This design comes from an exercise in tuning for small area on the open sky130 flow, not from production work. Function was checked by simulation only, so behaviour that the tests miss may differ from the original.

==> lagoon <==
Design snake_game_top, start of the top module:
module snake_game_top (
    input  wire                        clock_25,
    input  wire                        reset,
    input  wire                        turn_right_button,
    input  wire                        turn_left_button,
    input  wire                        game_tick,
    output snake_pkg::cell_t           head,
    output snake_pkg::cell_t           fruit,
    output logic [6-1:0] length,
    output logic [6:0]                 score,
    output logic                       started,
    output logic                       game_over
);
export LEC_CHECK = 0
export CAP_MARGIN = 20
export CORE_MARGIN = 2
export CORE_UTILIZATION = 40
export SLEW_MARGIN = 20
create_clock -name core_clock -period 10.0 [get_ports {clock_25}]
standard.sh (not shown) runs the stock make flow with config.mk's settings and CLKGATE_MAP_FILE= SYNTH_SCRIPT=/design/flow/synth_recipe.tcl, a recipe that flattens the netlist after the stock synthesis.
==> flow/flow/run.sh <==
#!/bin/bash
# Own layout flow: the standard flow (standard.sh), with one change to synthesis.
# Synthesis is synth_recipe.tcl unchanged except that the adder step is skipped
# (ADDER_MAP_FILE empty) and abc maps with its default script at the real clock
# period (10000 ps) instead of ORFS's speed script. Registers are the same as in
# the standard synthesis: same passes before and after, same flop mapping.
set -euo pipefail
cd "$(dirname "$0")/.."
bash flow/mk_synth.sh synth_recipe.tcl > my_synth.tcl
bash standard.sh SYNTH_SCRIPT="$PWD/my_synth.tcl" ADDER_MAP_FILE= ABC_CLOCK_PERIOD_IN_PS=10000 finish > standard.log 2>&1
==> flow/flow/mk_synth.sh <==
#!/bin/bash
# Called by run.sh
# make my_synth.tcl from synth_recipe.tcl: same synthesis, abc run with its default script
# usage: mk_synth.sh synth_recipe.tcl > my_synth.tcl
head -1 "$1"
cat <<'T'
proc abc {args} {
  set keep {}
  set skip 0
  foreach a $args {
    if {$skip} { set skip 0; continue }
    if {$a eq "-script"} { set skip 1; continue }
    lappend keep $a
  }
  yosys abc {*}$keep
}
T
tail -n +2 "$1"
==> delta: changes against lagoon <==
--- a/flow/design.v
+++ b/flow/design.v
@@ -163,27 +163,25 @@
     input  wire                        reset,
     input  wire snake_pkg::game_ctrl_t ctrl,
     input  wire snake_pkg::heading_t   heading,
     output snake_pkg::cell_t           head,
     output snake_pkg::heading_t        travel,      
     output logic [6-1:0] length,
     output logic                       head_crash,
     input  wire snake_pkg::cell_t      query,
-    input  wire snake_pkg::cell_t      next_query,  
     input  wire                        check_head,  
     output logic                       occupied
 );
     localparam int CB     = 7;
     localparam int SEGS   = 63 - 1;          
     localparam int X_LAST = 124 - 1;
     localparam int Y_LAST = 81 - 1;
-    localparam int G      = 6;                           
+    localparam int G      = 8;                           
     localparam int NG     = (SEGS + G - 1) / G;
-    localparam int RW     = 3;                           
     logic [SEGS-1:0] step_u;     
     logic [SEGS-1:0] step_v;
     snake_pkg::cell_t head_step;
     logic  clamped;              
     logic  fresh;                
     logic  self_hit;
     logic  wall_hit;
     logic  body_hit;
@@ -228,88 +226,75 @@
         end else if (ctrl.grow && length != 6'(63)) begin
             fresh   <= 1'b1;
         end
     end
     assign travel = snake_pkg::heading_t'({~(step_u[0] ^ step_v[0]), step_u[0]});
     logic [7:0] dx, dy;                  
     logic [8:0] du, dv, du1, dv1;
     logic [7:0] ku, kv;                  
-    assign dx  = {1'b0, head.x} - {1'b0, next_query.x};
-    assign dy  = {1'b0, head.y} - {1'b0, next_query.y};
-    assign du  = {dx[7], dx} + {dy[7], dy};
-    assign dv  = {dx[7], dx} - {dy[7], dy};
+    assign dx  = {1'b0, head.x} - {1'b0, query.x};
+    assign dy  = {1'b0, head.y} - {1'b0, query.y};
+    assign du  = check_head ? 9'd0 : ({dx[7], dx} + {dy[7], dy});
+    assign dv  = check_head ? 9'd0 : ({dx[7], dx} - {dy[7], dy});
     assign du1 = du + 9'd1;
     assign dv1 = dv + 9'd1;
     assign ku  = du1[8:1];
     assign kv  = dv1[8:1];
-    logic [5:0] q_ku, q_kv;              
-    logic       q_far;
-    logic       q_odd;                   
-    always_ff @(posedge clock_25) begin
-        q_ku  <= ku[5:0];
-        q_kv  <= kv[5:0];
-        q_far <= (ku[7:5] != 3'b000 && ku[7:5] != 3'b111) ||
+    logic far;
+    assign far = (ku[7:5] != 3'b000 && ku[7:5] != 3'b111) ||
                  (kv[7:5] != 3'b000 && kv[7:5] != 3'b111);
-        q_odd <= du[0];
-    end
-    logic [5:0] pu, pv;
-    logic       far, odd;
-    assign pu  = check_head ? 6'd0 : q_ku;
-    assign pv  = check_head ? 6'd0 : q_kv;
-    assign far = !check_head && q_far;
-    assign odd = !check_head && q_odd;
     logic [SEGS-1:0] active;
     logic [6-1:0] nvalid;     
     assign nvalid = length - 6'(1) - 6'(fresh);
     for (genvar i = 0; i < SEGS; i++) begin : g_act
         assign active[i] = (nvalid > 6'(i));
     end
     logic [6:0] tu [0:NG];
     logic [6:0] tv [0:NG];
-    assign tu[0] = {pu[5], pu};
-    assign tv[0] = {pv[5], pv};
+    assign tu[0] = {ku[5], ku[5:0]};
+    assign tv[0] = {kv[5], kv[5:0]};
     logic [SEGS-1:0] hit;
     for (genvar k = 0; k < NG; k++) begin : g_grp
         localparam int N = (SEGS - k*G < G) ? SEGS - k*G : G;
-        logic [3:0] cu, cv;
+        logic [3:0] pu, pv;
         always_comb begin
-            cu = '0;
-            cv = '0;
+            pu = '0;
+            pv = '0;
             for (int j = 0; j < N; j++) begin
-                cu = cu + 4'(step_u[k*G+j]);
-                cv = cv + 4'(step_v[k*G+j]);
+                pu = pu + 4'(step_u[k*G+j]);
+                pv = pv + 4'(step_v[k*G+j]);
             end
         end
-        assign tu[k+1] = tu[k] + 7'(G/2) - 7'(cu);
-        assign tv[k+1] = tv[k] + 7'(G/2) - 7'(cv);
+        assign tu[k+1] = tu[k] + 7'(G/2) - 7'(pu);
+        assign tv[k+1] = tv[k] + 7'(G/2) - 7'(pv);
         logic in_u, in_v;
-        assign in_u = (tu[k][6:RW-1] == '0) || (tu[k][6:RW-1] == '1);
-        assign in_v = (tv[k][6:RW-1] == '0) || (tv[k][6:RW-1] == '1);
-        logic [RW-1:0] ru [0:N];
-        logic [RW-1:0] rv [0:N];
-        assign ru[0] = tu[k][RW-1:0];
-        assign rv[0] = tv[k][RW-1:0];
+        assign in_u = (tu[k][6:3] == 4'b0000) || (tu[k][6:3] == 4'b1111);
+        assign in_v = (tv[k][6:3] == 4'b0000) || (tv[k][6:3] == 4'b1111);
+        logic [3:0] ru [0:N];
+        logic [3:0] rv [0:N];
+        assign ru[0] = tu[k][3:0];
+        assign rv[0] = tv[k][3:0];
         for (genvar j = 0; j < N; j++) begin : g_seg
             if (j % 2 == 0) begin : g_even
-                assign ru[j+1] = ru[j] - RW'(step_u[k*G+j]);
-                assign rv[j+1] = rv[j] - RW'(step_v[k*G+j]);
+                assign ru[j+1] = ru[j] - 4'(step_u[k*G+j]);
+                assign rv[j+1] = rv[j] - 4'(step_v[k*G+j]);
             end else begin : g_odd
-                assign ru[j+1] = ru[j] + RW'(!step_u[k*G+j]);
-                assign rv[j+1] = rv[j] + RW'(!step_v[k*G+j]);
+                assign ru[j+1] = ru[j] + 4'(!step_u[k*G+j]);
+                assign rv[j+1] = rv[j] + 4'(!step_v[k*G+j]);
             end
-            assign hit[k*G+j] = in_u && in_v && (ru[j+1] == '0) && (rv[j+1] == '0) &&
+            assign hit[k*G+j] = in_u && in_v && (ru[j+1] == 4'd0) && (rv[j+1] == 4'd0) &&
                                 active[k*G+j];
         end
     end
     logic [SEGS-1:0] odd_mask;
     for (genvar i = 0; i < SEGS; i++) begin : g_par
         assign odd_mask[i] = (i % 2 == 1);
     end
-    assign body_hit = !far && (odd ? |(hit & ~odd_mask) : |(hit & odd_mask));
+    assign body_hit = !far && (du[0] ? |(hit & ~odd_mask) : |(hit & odd_mask));
     assign self_hit = body_hit | clamped;
     assign occupied = body_hit | (query == head);
     assign wall_hit = (head.x == '0          && heading == snake_pkg::HEAD_LEFT)  ||
                       (head.x == CB'(X_LAST) && heading == snake_pkg::HEAD_RIGHT) ||
                       (head.y == '0          && heading == snake_pkg::HEAD_UP)    ||
                       (head.y == CB'(Y_LAST) && heading == snake_pkg::HEAD_DOWN);
     assign head_crash = self_hit | wall_hit;
 endmodule
@@ -318,17 +303,16 @@
 `default_nettype none
 module fruit_keeper (
     input  wire                        clock_25,
     input  wire                        reset,
     input  wire snake_pkg::game_ctrl_t ctrl,
     input  wire snake_pkg::cell_t      head,
     input  wire                        occupied,
     output snake_pkg::cell_t           query,
-    output snake_pkg::cell_t           next_query,
     output snake_pkg::cell_t           fruit,
     output logic                       fruit_hit,
     output logic                       fruit_bad,
     output logic [6:0]                 score
 );
     localparam int CB = 7;
     logic [CB-1:0] lfsr_x;
     logic [CB-1:0] lfsr_y;
@@ -355,18 +339,17 @@
         end else if (ctrl.grow) begin
             fruit <= candidate;                          
             if (score == 7'(99)) score <= '0;
             else                          score <= score + 7'd1;
         end else if (ctrl.place && fruit_bad) begin
             fruit <= candidate;                          
         end
     end
-    assign query      = fruit;                           
-    assign next_query = candidate;                       
+    assign query = fruit;                                
     assign fruit_bad = occupied ||
                        (fruit.x >= CB'(124 - 1)) ||
                        (fruit.y >= CB'(81 - 1));
     assign fruit_hit = (fruit == head);
 endmodule
 `default_nettype wire
 `timescale 1ns/1ps
 `default_nettype none
@@ -383,17 +366,16 @@
     output logic                       started,
     output logic                       game_over
 );
     snake_pkg::turn_t      presses;     
     snake_pkg::game_ctrl_t ctrl;        
     snake_pkg::heading_t   heading;
     snake_pkg::heading_t   travel;      
     snake_pkg::cell_t      query;       
-    snake_pkg::cell_t      next_query;  
     logic       head_crash;
     logic       occupied;
     logic       fruit_hit;
     logic       fruit_bad;
     logic       check_head;
     button_sync button_sync_i (
         .clock_25          (clock_25),
         .reset             (reset),
@@ -428,27 +410,25 @@
         .reset      (reset),
         .ctrl       (ctrl),
         .heading    (heading),
         .head       (head),
         .travel     (travel),
         .length     (length),
         .head_crash (head_crash),
         .query      (query),
-        .next_query (next_query),
         .check_head (check_head),
         .occupied   (occupied)
     );
     fruit_keeper fruit_keeper_i (
         .clock_25  (clock_25),
         .reset     (reset),
         .ctrl      (ctrl),
         .head      (head),
         .occupied  (occupied),
         .query     (query),
-        .next_query(next_query),
         .fruit     (fruit),
         .fruit_hit (fruit_hit),
         .fruit_bad (fruit_bad),
         .score     (score)
     );
 endmodule
 `default_nettype wire
==> comparison <==
lagoon completed without violations. delta completed and failed the layout checks on negative setup slack.
Between lagoon and delta, the lower flip-flop and latch count is in delta (gap 14).
Between lagoon and delta, the lower clock skew is in delta (gap 0.059 ns).
Of lagoon and delta, lagoon has the higher sequential share of layout area (gap 6.8 points).
Worst setup slack: delta is worse than lagoon (2.1 ns).
Between lagoon and delta, the lower critical path depth is in lagoon (gap 13).
Area after synthesis: delta is higher than lagoon (11%).
Of lagoon and delta, lagoon has the higher register-to-register slack (gap 2.1 ns).
Via count: delta is larger than lagoon (about 20%).
==> figures <==
	lagoon	delta
Violation count after the first detailed-routing iteration	1001	1017
Relative area of clock buffers and inverters in the final design	0.04407	0.02104
Die area	50800 µm²	56460 µm²
Num rows	81	85
Core region area	48650 µm²	53920 µm²
Tap cells	622	696
Xor and xnor area share after synthesis	0.3058	0.3630
Slew at the pin closest to its max-slew limit	1.039 ns	0.9928 ns
Antenna violations before repair	0	2
Synthesized-area fraction occupied by adder cells	0.03625	0.03164
Hold Slack	0.3727 ns	0.3752 ns
Routed length on met1	24220 µm	28070 µm
Library cell contributing the largest single delay on the critical path	xnor3_2	xnor3_1
Number of sequential cells in the layout	208	194
Nets	2477	3228
Worst R2R Path Depth	35	48
Highest net fanout along the worst path	9	7
Outcome	no timing/DRC/antenna violations	complete, but fails checks
Reasons for failing layout checks	-	negative setup slack
Hold Crit Endpoint	button_sync_i.stage_old[0]	fruit_keeper_i.lfsr_x[3]

## what the ideal ports hide
The results above use ideal ports. As a check the final layouts listed here were re-extracted and re-timed, cells and wires unchanged.
Step 1: set_driving_cell puts a clkbuf_16 on clock_25 and a buf_2 on each other input, an assumption about the parent block.
Step 2, shift: input delay + t, output delay - t, t = (earliest + latest rising clock arrival at the registers) / 2. This alone moves slack from input paths to output paths.
a / b / c = no drivers / after step 1 / after step 2; a / b = the first two.
| run | shift t [ns] | setup slack, ns | worst hold slack (ns) | pins driven straight from the clock port |
|---|---|---|---|---|
| lagoon | 0.637 | 0.456 / 0.456 / 0.456 | 0.373 / 0.373 / 0.373 | 1 |
| delta | 0.563 | -1.598 / -1.598 / -1.598 | 0.375 / 0.375 / 0.375 | 1 |
